From an optimization exercise on the open Yosys and OpenROAD flow, aimed at small area and a short achievable clock period; shortcuts taken in it are not production practice. RTL that was checked went through simulation tests only; none was proved equivalent to the original. Power figures rest on the tool's default switching activity, not on a simulated workload.

==> wip/zinc <==
==> flow/design.v (excerpt) <==
module pkt_router_mc
#(
  parameter int unsigned PKT_BITS  = pkt_router_pkg::DEF_PKT_BITS,
  parameter int unsigned KEY_BITS  = pkt_router_pkg::DEF_KEY_BITS,
  parameter int unsigned KEY_LSB   = pkt_router_pkg::DEF_KEY_LSB,
  parameter int unsigned NUM_CHANS = pkt_router_pkg::DEF_NUM_CHANS,
  parameter int unsigned NUM_RREGS = pkt_router_pkg::DEF_NUM_RREGS
) (
  input  logic                           clk,
  input  logic                           reset,
  input  logic [31:0]                    drop_wait_in,
  input  logic [NUM_RREGS*KEY_BITS-1:0]  reg_key_in,
  input  logic [NUM_RREGS*KEY_BITS-1:0]  reg_mask_in,
  input  logic [NUM_RREGS*NUM_CHANS-1:0] reg_route_in,
  input  logic [PKT_BITS-1:0]            pkt_in_data_in,
  input  logic                           pkt_in_vld_in,
  output logic                           pkt_in_rdy_out,
  output logic [NUM_CHANS*PKT_BITS-1:0]  pkt_out_data_out,
  output logic [NUM_CHANS-1:0]           pkt_out_vld_out,
  input  logic [NUM_CHANS-1:0]           pkt_out_rdy_in,
  output logic [1:0]                     rt_cnt_out
);
==> module pkt_router_entry, before the edit <==
module pkt_router_entry
#(
  parameter int unsigned KEY_BITS = pkt_router_pkg::DEF_KEY_BITS
) (
  input  logic [KEY_BITS-1:0] key,
  input  logic [KEY_BITS-1:0] mask,
  input  logic [KEY_BITS-1:0] rkey,
  output logic                hit
);
  logic [KEY_BITS-1:0] mism;
  for (genvar b = 0; b < KEY_BITS; b++) begin : g_bit
    pkt_router_bitcmp u_bit (
      .k   (key[b]),
      .m   (mask[b]),
      .rk  (rkey[b]),
      .mism(mism[b])
    );
  end
  localparam int unsigned LV = $clog2(KEY_BITS);
  logic [KEY_BITS-1:0] lvl [LV+1];
  assign lvl[0] = mism;
  for (genvar l = 0; l < LV; l++) begin : g_lvl
    for (genvar j = 0; j < (KEY_BITS >> (l + 1)); j++) begin : g_node
      if (l % 2 == 0) begin : g_nor
        pkt_router_nor2 u_node (.a(lvl[l][2*j]), .b(lvl[l][2*j+1]), .y(lvl[l+1][j]));
      end else begin : g_nand
        pkt_router_nand2 u_node (.a(lvl[l][2*j]), .b(lvl[l][2*j+1]), .y(lvl[l+1][j]));
      end
    end
    if ((KEY_BITS >> (l + 1)) < KEY_BITS) begin : g_pad
      assign lvl[l+1][KEY_BITS-1:(KEY_BITS >> (l + 1))] = '0;
    end
  end
  if (LV % 2 == 1) begin : g_odd
    assign hit = lvl[LV][0];
  end else begin : g_even
    assign hit = ~lvl[LV][0];
  end
endmodule
==> module pkt_router_prio, before the edit <==
module pkt_router_prio
#(
  parameter int unsigned N = 16,
  parameter int unsigned W = 9
) (
  input  logic [N-1:0]   hit,
  input  logic [N*W-1:0] payload,
  output logic [W-1:0]   sel
);
  localparam int unsigned LV = $clog2(N);
  logic [W-1:0] r [LV+1][N];
  logic         f [LV+1][N];
  for (genvar i = 0; i < N; i++) begin : g_leaf
    assign f[0][i] = hit[i];
    for (genvar b = 0; b < W; b++) begin : g_bit
      pkt_router_nand2 u_and (.a(hit[i]), .b(payload[i*W+b]), .y(r[0][i][b]));
    end
  end
  for (genvar l = 0; l < LV; l++) begin : g_lvl
    for (genvar j = 0; j < (N >> (l + 1)); j++) begin : g_node
      if (l % 2 == 0) begin : g_even
        pkt_router_nor2 u_f (.a(f[l][2*j]), .b(f[l][2*j+1]), .y(f[l+1][j]));
        for (genvar b = 0; b < W; b++) begin : g_bit
          pkt_router_oai21 u_r (
            .a1(r[l][2*j+1][b]), .a2(f[l][2*j]), .b1(r[l][2*j][b]), .y(r[l+1][j][b]));
        end
      end else begin : g_odd
        pkt_router_nand2 u_f (.a(f[l][2*j]), .b(f[l][2*j+1]), .y(f[l+1][j]));
        for (genvar b = 0; b < W; b++) begin : g_bit
          pkt_router_aoi21 u_r (
            .a1(r[l][2*j+1][b]), .a2(f[l][2*j]), .b1(r[l][2*j][b]), .y(r[l+1][j][b]));
        end
      end
    end
    for (genvar j = (N >> (l + 1)); j < N; j++) begin : g_pad
      assign f[l+1][j] = 1'b0;
      assign r[l+1][j] = '0;
    end
  end
  if (LV % 2 == 0) begin : g_inv
    assign sel = ~r[LV][0];
  end else begin : g_pass
    assign sel = r[LV][0];
  end
endmodule
==> module pkt_router_ctl, before the edit <==
module pkt_router_ctl
#(
  parameter int unsigned NUM_CHANS = pkt_router_pkg::DEF_NUM_CHANS
) (
  input  logic                 reset,
  input  logic                 in_vld,
  input  logic [NUM_CHANS-1:0] out_rdy,
  input  logic                 wc_one,    
  input  logic                 dw_zero,   
  input  logic                 l_vld,
  input  logic [NUM_CHANS-1:0] l_route,
  input  logic                 l_nz,
  input  logic [NUM_CHANS-1:0] out_vld,
  input  logic                 wait_zero,
  output logic                 l_vld_nxt,
  output logic [NUM_CHANS-1:0] out_vld_nxt,
  output logic                 wz_nxt,
  output logic                 rdy,
  output logic                 count,
  output logic [1:0]           cnt_pulse
);
  logic [NUM_CHANS-1:0] x_n;       
  logic [NUM_CHANS-1:0] blk;       
  logic [3:0]           free2;     
  logic [1:0]           some_blk;  
  logic                 all_free;
  logic                 dispatch;
  logic                 blocked;
  for (genvar c = 0; c < NUM_CHANS; c++) begin : g_blk
    pkt_router_nand2 u_x (.a(l_route[c]), .b(out_vld[c]), .y(x_n[c]));
    pkt_router_nor2  u_b (.a(x_n[c]), .b(out_rdy[c]), .y(blk[c]));
  end
  for (genvar k = 0; k < 4; k++) begin : g_free2
    pkt_router_nor2 u_f (.a(blk[2*k]), .b(blk[2*k+1]), .y(free2[k]));
  end
  for (genvar k = 0; k < 2; k++) begin : g_some
    pkt_router_nand2 u_s (.a(free2[2*k]), .b(free2[2*k+1]), .y(some_blk[k]));
  end
  logic rdy_en;     
  logic disp_en_n;  
  logic zdrop_n;    
  logic wdrop_en;   
  logic wdrop_n;    
  always_comb begin
    rdy_en    = l_vld && !wait_zero;
    disp_en_n = !(!reset && l_vld && l_nz);
    zdrop_n   = !(l_vld && !l_nz);
    wdrop_en  = l_vld && wait_zero;
  end
  pkt_router_oai21 u_rdy (
    .a1(some_blk[0]), .a2(some_blk[1]), .b1(rdy_en), .y(rdy));
  pkt_router_nor3 u_disp (
    .a(some_blk[0]), .b(some_blk[1]), .c(disp_en_n),
    .y(cnt_pulse[pkt_router_pkg::CNT_ROUTED]));
  pkt_router_oai21 u_wdrop (
    .a1(some_blk[0]), .a2(some_blk[1]), .b1(wdrop_en), .y(wdrop_n));
  pkt_router_aoi21 u_drop (
    .a1(zdrop_n), .a2(wdrop_n), .b1(reset),
    .y(cnt_pulse[pkt_router_pkg::CNT_DROP]));
  always_comb begin
    all_free = !(some_blk[0] || some_blk[1]);
    dispatch = l_vld && l_nz && all_free;
    blocked  = l_vld && !all_free;
    count    = blocked && !wait_zero;
    l_vld_nxt   = !reset && (rdy ? in_vld : l_vld);
    wz_nxt      = count ? wc_one : dw_zero;
    for (int unsigned c = 0; c < NUM_CHANS; c++) begin
      out_vld_nxt[c] = !reset && ((dispatch && l_route[c]) || (out_vld[c] && !out_rdy[c]));
    end
  end
endmodule
export LEC_CHECK = 0
export CAP_MARGIN = 20
export CORE_AREA = 2 2 358 358
export DIE_AREA = 0 0 360 360
export SETUP_SLACK_MARGIN = 3.1
export SLEW_MARGIN = 20
export SYNTH_HIERARCHICAL = 1
export SYNTH_MINIMUM_KEEP_SIZE = 0
create_clock -name core_clock -period 6.0 [get_ports {clk}]
standard.sh (not shown) runs the stock make flow with config.mk's settings and CLKGATE_MAP_FILE= SYNTH_SCRIPT=/design/flow/synth_recipe.tcl, a recipe that flattens the netlist after the stock synthesis.
==> flow/flow/run.sh <==
#!/bin/bash
# Standard ORFS layout with:
#  - buf_1 port buffers (every port still gets its own buffer),
#  - denser pin placement, with the handshake/control pins kept together
#    and the clock pin alone in the middle of the left edge (io_pre.tcl),
#  - a lower global-routing layer derating (fastroute.tcl),
#  - a clock tree of clkbuf_8 over sink clusters of at most 15 flops within
#    50 um, without dummy loads.
# Make output goes to flow_make.log; ORFS keeps each step's tool log under
# orfs/logs.
set -euo pipefail
here=$(pwd)
bash standard.sh \
  'BUFFER_PORTS_ARGS=-buffer_cell sky130_fd_sc_hd__buf_1' \
  'PLACE_PINS_ARGS=-min_distance 1 -min_distance_in_tracks -exclude left:175-185 -group_pins {pkt_out_rdy_in[0] pkt_out_rdy_in[1] pkt_out_rdy_in[2] pkt_out_rdy_in[3] pkt_out_rdy_in[4] pkt_out_rdy_in[5] pkt_out_rdy_in[6] pkt_out_rdy_in[7] pkt_in_rdy_out rt_cnt_out[0] rt_cnt_out[1] reset}' \
  "FASTROUTE_TCL=$here/flow/fastroute.tcl" \
  "PRE_IO_PLACEMENT_TCL=$here/flow/io_pre.tcl" \
  'CTS_ARGS=-sink_clustering_enable -repair_clock_nets -dont_use_dummy_load -sink_clustering_size 15 -sink_clustering_max_diameter 50 -buf_list {sky130_fd_sc_hd__clkbuf_8}' \
  finish > flow_make.log 2>&1
==> flow/flow/fastroute.tcl <==
set_global_routing_layer_adjustment $::env(MIN_ROUTING_LAYER)-$::env(MAX_ROUTING_LAYER) 0.1

set_routing_layers -clock $::env(MIN_CLK_ROUTING_LAYER)-$::env(MAX_ROUTING_LAYER)
set_routing_layers -signal $::env(MIN_ROUTING_LAYER)-$::env(MAX_ROUTING_LAYER)
==> flow/flow/io_pre.tcl <==
# Place the clock pin by hand in the middle of the left edge, on met3 (a
# clock routing layer, so its wire needs no via stack at the pin), and keep
# every other pin at least 5 um away from it (-exclude in PLACE_PINS_ARGS):
# with neighbouring pins on adjacent tracks the router cannot clear the
# clock wire's spacing.
place_pin -pin_name clk -layer met3 -location {0 179.86} -pin_size {0.8 0.3} -force_to_die_boundary
==> wip/umber: changes against wip/zinc <==
--- a/flow/design.v
+++ b/flow/design.v
@@ -34,7 +34,8 @@
       .mism(mism[b])
     );
   end
-  localparam int unsigned LV = $clog2(KEY_BITS);
+  localparam int unsigned LV = (KEY_BITS > 32) ? 6 : (KEY_BITS > 16) ? 5 : (KEY_BITS > 8) ? 4 :
+                               (KEY_BITS > 4) ? 3 : (KEY_BITS > 2) ? 2 : 1;
   logic [KEY_BITS-1:0] lvl [LV+1];
   assign lvl[0] = mism;
   for (genvar l = 0; l < LV; l++) begin : g_lvl
@@ -119,7 +120,8 @@
   input  logic [N*W-1:0] payload,
   output logic [W-1:0]   sel
 );
-  localparam int unsigned LV = $clog2(N);
+  localparam int unsigned LV = (N > 32) ? 6 : (N > 16) ? 5 : (N > 8) ? 4 :
+                               (N > 4) ? 3 : (N > 2) ? 2 : 1;
   logic [W-1:0] r [LV+1][N];
   logic         f [LV+1][N];
   for (genvar i = 0; i < N; i++) begin : g_leaf
==> wip/indigo: changes against wip/zinc <==
--- a/flow/design.v
+++ b/flow/design.v
@@ -34,7 +34,8 @@
       .mism(mism[b])
     );
   end
-  localparam int unsigned LV = $clog2(KEY_BITS);
+  localparam int unsigned LV = (KEY_BITS > 32) ? 6 : (KEY_BITS > 16) ? 5 : (KEY_BITS > 8) ? 4 :
+                               (KEY_BITS > 4) ? 3 : (KEY_BITS > 2) ? 2 : 1;
   logic [KEY_BITS-1:0] lvl [LV+1];
   assign lvl[0] = mism;
   for (genvar l = 0; l < LV; l++) begin : g_lvl
@@ -119,7 +120,8 @@
   input  logic [N*W-1:0] payload,
   output logic [W-1:0]   sel
 );
-  localparam int unsigned LV = $clog2(N);
+  localparam int unsigned LV = (N > 32) ? 6 : (N > 16) ? 5 : (N > 8) ? 4 :
+                               (N > 4) ? 3 : (N > 2) ? 2 : 1;
   logic [W-1:0] r [LV+1][N];
   logic         f [LV+1][N];
   for (genvar i = 0; i < N; i++) begin : g_leaf
@@ -196,6 +198,7 @@
   logic [NUM_CHANS-1:0] blk;       
   logic [3:0]           free2;     
   logic [1:0]           some_blk;  
+  logic [1:0]           some_blk_i;
   logic                 all_free;
   logic                 dispatch;
   logic                 blocked;
@@ -208,30 +211,28 @@
   end
   for (genvar k = 0; k < 2; k++) begin : g_some
     pkt_router_nand2 u_s (.a(free2[2*k]), .b(free2[2*k+1]), .y(some_blk[k]));
+    pkt_router_nand2 u_si (.a(free2[2*k]), .b(free2[2*k+1]), .y(some_blk_i[k]));
   end
   logic rdy_en;     
   logic disp_en_n;  
-  logic zdrop_n;    
+  logic zdrop;      
   logic wdrop_en;   
-  logic wdrop_n;    
   always_comb begin
     rdy_en    = l_vld && !wait_zero;
     disp_en_n = !(!reset && l_vld && l_nz);
-    zdrop_n   = !(l_vld && !l_nz);
-    wdrop_en  = l_vld && wait_zero;
+    zdrop     = !reset && l_vld && !l_nz;
+    wdrop_en  = !reset && l_vld && wait_zero;
   end
   pkt_router_oai21 u_rdy (
     .a1(some_blk[0]), .a2(some_blk[1]), .b1(rdy_en), .y(rdy));
   pkt_router_nor3 u_disp (
     .a(some_blk[0]), .b(some_blk[1]), .c(disp_en_n),
     .y(cnt_pulse[pkt_router_pkg::CNT_ROUTED]));
-  pkt_router_oai21 u_wdrop (
-    .a1(some_blk[0]), .a2(some_blk[1]), .b1(wdrop_en), .y(wdrop_n));
-  pkt_router_aoi21 u_drop (
-    .a1(zdrop_n), .a2(wdrop_n), .b1(reset),
-    .y(cnt_pulse[pkt_router_pkg::CNT_DROP]));
+  pkt_router_ao221 u_drop (
+    .a1(wdrop_en), .a2(some_blk[0]), .b1(wdrop_en), .b2(some_blk[1]), .c1(zdrop),
+    .x(cnt_pulse[pkt_router_pkg::CNT_DROP]));
   always_comb begin
-    all_free = !(some_blk[0] || some_blk[1]);
+    all_free = !(some_blk_i[0] || some_blk_i[1]);
     dispatch = l_vld && l_nz && all_free;
     blocked  = l_vld && !all_free;
     count    = blocked && !wait_zero;
@@ -362,6 +363,16 @@
     end
   end
 endmodule
+module pkt_router_ao221 (
+  input  logic a1,
+  input  logic a2,
+  input  logic b1,
+  input  logic b2,
+  input  logic c1,
+  output logic x
+);
+  assign x = (a1 & a2) | (b1 & b2) | c1;
+endmodule
 module pkt_router_nor3 (
   input  logic a,
   input  logic b,
==> summary of the runs <==
In via count, wip/indigo and wip/umber hardly differ.
Of wip/zinc and wip/indigo, wip/zinc has the higher sequential share of layout area (gap 0.071 points).
In wip/indigo the non-clock buffer count is higher than in wip/umber, by 8.
Against wip/indigo, the worst hold slack of wip/umber is lower by 0.0023 ns.
wip/umber completed with no timing, DRC or antenna violations. wip/zinc completed without violations. wip/indigo produced a clean layout.
Synthesized area is about the same in wip/zinc and wip/indigo.
==> figures <==
quantity	wip/umber	wip/zinc	wip/indigo
# fillers	13,240	13,240	13,300
Static power due to leakage	0.01505 uW	0.01505 uW	0.01515 uW
Place WS	0.9842 ns	0.9842 ns	1.207 ns
Status	complete, no violations	complete, no violations	complete, no violations
TritonCTS Buffers	80	80	77
Max_slew headroom	0.4167	0.4167	0.2857
Total sequential power	5770 uW	5770 uW	5760 uW
Final net count	6,145	6,145	6,153
Arrival time at the worst endpoint	2.07 ns	2.07 ns	2.13 ns
Sequential share of cell area	0.4636	0.4636	0.4629
Repair and plain buffers	1,943	1,943	1,951
The RTL of wip/zinc and wip/indigo was laid out without a check of its function.

-- afterwards: timing with drivers on the ports --
The flow's constraints put no driver on any port. The routed layouts listed below were extracted and timed again, unchanged, in two steps. Step 1: set_driving_cell puts a clkbuf_16 on clk and a buf_2 on each other input, an assumption about the parent block. Step 2, shift: input delay + t, output delay - t, t = (earliest + latest rising clock arrival at the registers) / 2. This alone moves slack from input paths to output paths. a / b / c = no drivers / after step 1 / after step 2; a / b = the first two.
run	t (ns)	setup WS [ns]	worst setup path after step 2
wip/zinc	0.791	2.734 / 2.597 / 2.252	input to register
wip/umber	0.791	2.734 / 2.597 / 2.252	input to register
wip/indigo	0.788	2.672 / 2.543 / 2.319	input to register
After both steps setup and hold are still met in every run listed.
